What follows belongs to an exercise in optimizing a design on an open flow for small area, a short achievable clock period and few clock cycles per item; a production flow would make more cautious choices.
No functional check of the RTL was part of this run.
Power is estimated from default activity; no workload was simulated.

## config.mk

```make
export PLATFORM = sky130hd
export DESIGN_NAME = icache
export DESIGN_NICKNAME = icache
export VERILOG_FILES = /design/flow/design.v
export SDC_FILE = /design/flow/constraint.sdc
export NUM_CORES = 4
export LEC_CHECK = 0
export CAP_MARGIN = 20
export CORE_MARGIN = 2
export CORE_UTILIZATION = 60
export SETUP_SLACK_MARGIN = 1.2
export SLEW_MARGIN = 20
```

## constraint.sdc

```tcl
create_clock -name core_clock -period 5.5 [get_ports {clk}]
set_input_delay 1.1000 -clock core_clock [delete_from_list [all_inputs] [get_ports {clk}]]
set_output_delay 1.1000 -clock core_clock [all_outputs]
set_load 0.01 [all_outputs]
```

## design.v

```verilog
module icache #(
  parameter int WIDTH = 32,
  parameter int LINES = 16,
  parameter int WPL   = 4
) (
  input  logic             clk,
  input  logic             rst,
  input  logic [WIDTH-1:0] pc_fetch,
  input  logic             inv_all,
  output logic [WIDTH-1:0] instr_fetch,
  output logic             stall_pc,
  output logic             mem_req,
  output logic [WIDTH-1:0] mem_addr,
  input  logic [WIDTH-1:0] mem_rdata,
  input  logic             mem_rvalid
);
  localparam int OFF_W    = $clog2(WPL);
  localparam int IDX_W    = $clog2(LINES);
  localparam int LINE_LSB = 2 + OFF_W;
  localparam int TAG_W    = WIDTH - LINE_LSB - IDX_W;
  localparam int LA_W     = WIDTH - LINE_LSB;
  localparam logic [OFF_W-1:0] LAST_BEAT = OFF_W'(WPL - 1);
  logic              open_q;
  logic [LA_W-1:0]   addr_q;
  logic [OFF_W-1:0]  beat_q;
  logic              taint_q;
  logic [LINES-1:0]  valid_q;
  logic [TAG_W-1:0]  tring_q [LINES];
  logic              tpend_q;
  logic [IDX_W-1:0]  rot_q;
  logic [WIDTH-1:0]  ring_q [LINES][WPL];
  logic [WIDTH-1:0]  fb_q   [WPL];
  logic [WPL-1:0]    fb_pend_q;
  logic [IDX_W-1:0]  fb_idx_q [WPL];
  logic [OFF_W-1:0]  pc_off;
  logic [IDX_W-1:0]  pc_idx;
  logic [TAG_W-1:0]  pc_tag;
  logic [IDX_W-1:0]  fill_idx;
  logic [IDX_W-1:0]  wr_idx;
  logic [OFF_W-1:0]  wr_off;
  logic [LINES-1:0]  slot_match;
  logic [IDX_W-1:0]  tag_idx;
  logic [TAG_W-1:0]  tag_wdata;
  logic              tag_pend;
  logic              tag_out;
  logic              ring_hit;
  logic              fill_match;
  logic [LINES-1:0]  slot_sel;
  logic [LINES-1:0]  slot_wr;
  logic [WPL-1:0]    fb_out;
  logic              part_ok;
  logic              hit;
  logic              start;
  logic              beat;
  logic              last_beat;
  logic              bypass;
  logic              fb_rd;
  logic [WIDTH-1:0]  ring_rd;
  logic              unused_bits;
  assign pc_off   = pc_fetch[LINE_LSB-1:2];
  assign pc_idx   = pc_fetch[LINE_LSB+IDX_W-1:LINE_LSB];
  assign pc_tag   = pc_fetch[WIDTH-1:LINE_LSB+IDX_W];
  assign fill_idx = addr_q[IDX_W-1:0];
  assign unused_bits = ^pc_fetch[1:0];
  always_comb begin
    ring_hit = 1'b0;
    for (int p = 0; p < LINES; p++) begin
      slot_sel[p]   = (pc_idx == IDX_W'(p) - rot_q);
      slot_match[p] = (tring_q[p] == pc_tag);
      ring_hit      = ring_hit | (slot_sel[p] && slot_match[p]);
    end
    ring_hit = ring_hit && valid_q[pc_idx];
  end
  assign fill_match = (pc_fetch[WIDTH-1:LINE_LSB] == addr_q);
  assign part_ok = open_q && !taint_q &&
                   ((pc_off < beat_q) || ((pc_off == beat_q) && mem_rvalid));
  assign hit      = ring_hit || (fill_match && part_ok);
  assign stall_pc = !hit;
  always_comb begin
    ring_rd = '0;
    for (int p = 0; p < LINES; p++) begin
      for (int k = 0; k < WPL; k++)
        ring_rd = ring_rd | (ring_q[p][k] & {WIDTH{slot_sel[p] && (pc_off == OFF_W'(k))}});
    end
  end
  assign fb_rd  = fb_pend_q[pc_off] && (fb_idx_q[pc_off] == pc_idx);
  assign bypass = mem_rvalid && (pc_idx == fill_idx) && (pc_off == beat_q);
  assign instr_fetch = bypass ? mem_rdata : (fb_rd ? fb_q[pc_off] : ring_rd);
  assign start    = !open_q && !ring_hit;
  assign mem_req  = open_q || start;
  assign mem_addr = open_q ? {addr_q, {LINE_LSB{1'b0}}}
                           : {pc_fetch[WIDTH-1:LINE_LSB], {LINE_LSB{1'b0}}};
  assign beat      = mem_rvalid && (open_q || start);
  assign last_beat = beat && open_q && (beat_q == LAST_BEAT);
  assign wr_idx    = open_q ? fill_idx : pc_idx;
  assign wr_off    = open_q ? beat_q : '0;
  assign tag_pend  = start || tpend_q;
  assign tag_idx   = start ? pc_idx : fill_idx;
  assign tag_wdata = start ? pc_tag : addr_q[LA_W-1:IDX_W];
  assign tag_out   = tag_pend && (OFF_W'(tag_idx + rot_q + 1'b1) == '0);
  always_comb begin
    for (int k = 0; k < WPL; k++) begin
      fb_out[k] = fb_pend_q[k] &&
                  (OFF_W'(fb_idx_q[k] + rot_q + 1'b1) == OFF_W'(k));
    end
    for (int p = 0; p < LINES; p++) begin
      slot_wr[p] = fb_pend_q[p % WPL] &&
                   (fb_idx_q[p % WPL] + rot_q + 1'b1 == IDX_W'(p));
    end
  end
  always_ff @(posedge clk) begin
    if (rst) begin
      open_q    <= 1'b0;
      beat_q    <= '0;
      taint_q   <= 1'b0;
      valid_q   <= '0;
      rot_q     <= '0;
      fb_pend_q <= '0;
      tpend_q   <= 1'b0;
    end else begin
      rot_q   <= rot_q + 1'b1;
      tpend_q <= tag_pend && !tag_out;
      if (start) begin
        open_q  <= 1'b1;
        beat_q  <= OFF_W'(beat);
        taint_q <= inv_all;
      end else if (open_q) begin
        if (beat) beat_q <= beat_q + 1'b1;
        if (inv_all) taint_q <= 1'b1;
        if (last_beat) open_q <= 1'b0;
      end
      if (inv_all) begin
        valid_q <= '0;
      end else begin
        if (start) valid_q[pc_idx] <= 1'b0;
        if (last_beat && !taint_q) valid_q[fill_idx] <= 1'b1;
      end
      for (int k = 0; k < WPL; k++) begin
        if (fb_out[k]) fb_pend_q[k] <= 1'b0;
      end
      if (beat) fb_pend_q[wr_off] <= 1'b1;
    end
  end
  always_ff @(posedge clk) begin
    if (start) begin
      addr_q <= pc_fetch[WIDTH-1:LINE_LSB];
    end
  end
  always_ff @(posedge clk) begin
    if (beat && !rst) begin
      fb_q[wr_off]     <= mem_rdata;
      fb_idx_q[wr_off] <= wr_idx;
    end
  end
  always_ff @(posedge clk) begin
    for (int p = 0; p < LINES; p++) begin
      if (p % WPL == 0 && tag_out &&
          tag_idx + rot_q + 1'b1 == IDX_W'(p)) begin
        tring_q[p] <= tag_wdata;
      end else begin
        tring_q[p] <= tring_q[(p + LINES - 1) % LINES];
      end
    end
    for (int p = 0; p < LINES; p++) begin
      for (int k = 0; k < WPL; k++) begin
        if (k == p % WPL && slot_wr[p]) begin
          ring_q[p][k] <= fb_q[k];
        end else begin
          ring_q[p][k] <= ring_q[(p + LINES - 1) % LINES][k];
        end
      end
    end
  end
endmodule
```

## run.sh

```bash
#!/bin/bash
# synth_recipe.tcl (not shown) runs the flow's synth.tcl, then flattens the netlist and writes it again
# the make line also repeats each setting of config.mk as NAME=value (left out here)
make -C /OpenROAD-flow-scripts/flow DESIGN_CONFIG=/design/flow/config.mk WORK_HOME=/design/flow/orfs CLKGATE_MAP_FILE= SYNTH_SCRIPT=/design/flow/synth_recipe.tcl finish
```

==> flow_summary.yaml <==
status:
  status: "complete, no violations"
floorplan:
  ios: 134
  die_w_um: 375
  die-area_mm2: 0.140
  rows: 136
  initial_core_util_pct: 60.2
  die_h_um: 375
  core-area_mm2: 0.137
critical_path:
  cp.required_ns: 4.40
  cp-start-kind: "flop"
  cp_slowest_cell: "or3b_4"
  critPathMaxStageDelay_ns: 0.48
  worstPathArrival_ns: 4.35
  path_delay_family: "buffers and inverters"
  crit_top_cell: "buf_6"
  end_kind: "output port"
  cp-startpoint: "rot_q[1]"
  crit_path_max_fanout: 8
  crit_type: "reg -> out"
  crit_chain: "inv_2 -> buf_6 -> ha_4 -> xnor2_4 -> nor3_4 -> or3b_4 -> buf_4 -> buf_6 -> nor2_4 -> buf_4 -> buf_8 -> a22o_1 -> a221oi_2 -> nand4_1 -> o22ai_2 -> buf_4 -> o21ai_4 -> buf_6 -> buf_6"
  r2r_start: "rot_q[1]"
  path_buf_inv: 9
cells_and_area:
  layout-drive-gt1-share_pct: 34.1
  nets: 7266
  layout.cells.non_filler: 9171
  fillers: 8536
  area_growth_syn_to_layout_pct: 28.4
  post-route-util_pct: 77.3
power_and_ir_drop:
  ir_drop_mv: 0.350
  total_leakage_power_nw: 42.4
  power_density_mw_per_mm2: 421
yosys:
  synth_mux_area_share_pct: 9.58
  synth-xor-area-share_pct: 4.99
  synth_area_per_cell_um2: 13.3
  synth_most_common_cell: "dfxtp_1"
  synth_top_area_share_pct: 59.7
  synthAdderAreaFrac_pct: 0.549
  async_flop_share_pct: 0
  synth_area_leaders: "dfxtp_1 60%, mux2_2 8.4%, edfxtp_1 6.3%, a22oi_1 4.2%, xor2_1 3.3%"
  synth-simple-area-share_pct: 4.97
  ys_types: 83
  syn_area_mm2: 0.0825
  synthCells: 6184
  synthTopCellsByCount: "2461 x dfxtp_1, 617 x mux2_2, 465 x a22oi_1, 308 x xor2_1, 250 x clkbuf_1"
  synth_warnings: 3
  ys_seq_area_share_pct: 66.0
  ys.flop_type: "dfxtp_1"
  ys_ff_latch: 2633
  synth-compound-area-share_pct: 11.8
  synth-edff-count: 172
  synth_top_cell_by_area: "dfxtp_1"
  synth_top_family_by_area: "compound AO/OA/AOI/OAI gates"
sta:
  rsz0062_at_grt: "yes"
  period_minus_slack_ns: 5.45
  slew_headroom_pct: 14.0
  setup_viol: 0
  timing.fmax_mhz: 184
  tightest_slew_ns: 1.29
  slew_viol_final: 0
  hold_viol: 0
  final.period_utilization_pct: 99.0
  skew_ns: 0.0336
routing:
  drt_iter0_markers: 11100
  drc_errors: 0
  vias: 63700
  vias_per_cell: 6.95
  totalWireLength_um: 351000
  wire_per_inst_um: 38.2
  ant_nets: 0
  firstDrtPassIters: 8
cts:
  cts_tree: "done"
  cts_hold_buf: 0
  cts_made_buffers: 239
  clkLatencyLatePin_ns: 0.87
  cts_max_level: 4
  root_buffer: "clkbuf_16"
  clk_pin_slew_ns: 0.07
  cts.sinks: 2633
  clock_path_buffers: 3
global_routing:
  grt_pass1_vias: 60700
  grt_pass1_wl_um: 472000
  antenna_found_initial: 11
  overflow: 0
  grt_usage_pct: 48.1
  grt_max_degree: 38
hold_path:
  min_path_type: "reg -> reg"
  hp-start: "ring_q[8][13]"
placement:
  place_hpwl_um: 233000
  place.port_buffers: 127
  place_inst: 8519
  gp_congestion: 1.01
job:
  cap_violations: 0
==> registers in the layout (all words and copies together), names as in the netlist <==
name,cells
ring_q,2048
tring_q,384
fb_q,128
addr_q,28
fb_idx_q,16
valid_q,16
fb_pend_q,4
rot_q,4
beat_q,2
open_q,1
taint_q,1
tpend_q,1
==> worst reg2reg max path: cells and delay by family, from the launching register on <==
family,cells,cell delay [ns]
simple gates,10,2.44
buf+inv,9,1.19
fa+ha+maj,2,0.55
flops,1,0.36
compound gates,2,0.33
xor+xnor,1,0.12
==> per-stage QoR <==
stage / power (mW) / hold WS, ns / setup slack (ns) / instance area (um^2) / setup TNS (ns)
2_1_floorplan: 24.6 / 0.326 / 0.600 / 82800 / 0
6_report: 44.6 / 0.340 / 0.0547 / 106000 / 0
3_5_place_dp: 26.9 / 0.336 / -1.13 / 92800 / -78.81
4_1_cts: 44.0 / 0.342 / 0.0952 / 104000 / 0
3_3_place_gp: 26.9 / 0.332 / -1.76 / 92800 / -141.72
5_1_grt: 45.5 / 0.350 / -0.0120 / 106000 / -0.0123
==> report_power, final <==
group | total (mW) | internal [mW] | switching, mW
Clock | 17.2 | 9.67 | 7.57
Sequential | 23.0 | 21.3 | 1.66
Combinational | 4.37 | 2.07 | 2.30
Total | 44.6 | 33.0 | 11.5
==> what timing repair did <==
| action | in CTS | in global routing |
|---|---|---|
| endpoints found under the setup margin | 182 | 168 |
| cloned | 2 | 8 |
| gates resized for setup | 573 | 190 |
| setup buffers | 145 | 41 |
| pin swaps | 205 | 125 |
==> final timing paths <==
path | slack [ns] | endpoint | depth (start not counted)
worst min register to register | 0.34 | ring_q[12][13] | 0
worst max register to register | 0.45 | tring_q[0][8] | 24
worst min-delay path | 0.34 | ring_q[12][13] | 0
worst max-delay path | 0.05 | instr_fetch[25] | 19
==> layer usage <==
layer / up-vias / GRT usage, % / share of wire (%)
met2: 5916 / 67.1 / 40
met4: 10 / 26.9 / 6.8
met5: - / 0 / 0.017
met3: 1457 / 14.9 / 15
li1: 25000 / - / -
met1: 31300 / 66.2 / 38
==> cell type report <==
class | instances | area, um^2 | area share, %
flip-flops and latches | 2633 | 54400 | 51.4
inverters | 28 | 113 | 0.106
repair buffers | 1120 | 11800 | 11.1
clock buffers | 350 | 7020 | 6.62
diodes | 5 | 12.5 | 0.0118
multi-input cells | 3141 | 29200 | 27.5
clock inverters | 100 | 1160 | 1.09
well taps | 1794 | 2240 | 2.12
==> cell usage in the layout (no fill, tap or decap), types with 87 or more instances in the layout <==
cell type	synthesis	final
nand3_1	94	91
xor2_1	308	298
mux2_2	617	605
buf_12	0	190
a221oi_2	0	91
edfxtp_1	172	172
clkbuf_16	0	251
nand4_1	181	181
a221oi_1	238	139
a22o_1	240	237
buf_4	22	658
buf_6	7	130
xnor2_1	143	134
dfxtp_1	2461	2456
nand2_1	131	123
a22oi_1	465	434
a21oi_1	94	87
==> logic make-up after synthesis <==
logic type | after synthesis
multiplexers | 660
buffers and inverters | 414
adder cells (fa/ha/maj) | 35
flip-flops | 2633
XOR/XNOR | 458
other | 1
AND/OR/NAND/NOR | 750
AO/OA/AOI/OAI | 1233

-- separate check: timing with driven ports --
In the flow no input, the clock included, has a driving cell. The finished layout below was timed again as built, in two steps.
Step 1 (the two cells are an assumption about what drives the block):
set clk [get_ports {clk}]
set_driving_cell -lib_cell sky130_fd_sc_hd__clkbuf_16 $clk
set_driving_cell -lib_cell sky130_fd_sc_hd__buf_2 [delete_from_list [all_inputs] $clk]
Step 2 adds t to the input delays and takes it off the output delays; t is the mean of the earliest and latest rising clock arrival at the registers after step 1. Input paths then give back, and output paths get back, about the clock's delay inside the block.
Three values: no drivers, after step 1, after step 2; two values: the first two.
t (ns): 0.950
slack for setup (ns): 0.055 / -0.037 / -0.377
hold WS [ns]: 0.340 / 0.340 / 0.340
pins driven straight from the clock port: 1
Met with ideal ports but missed after step 2: setup timing in this run. The setup slack of this run moves by -0.092 ns with the drivers and by -0.432 ns with both steps.
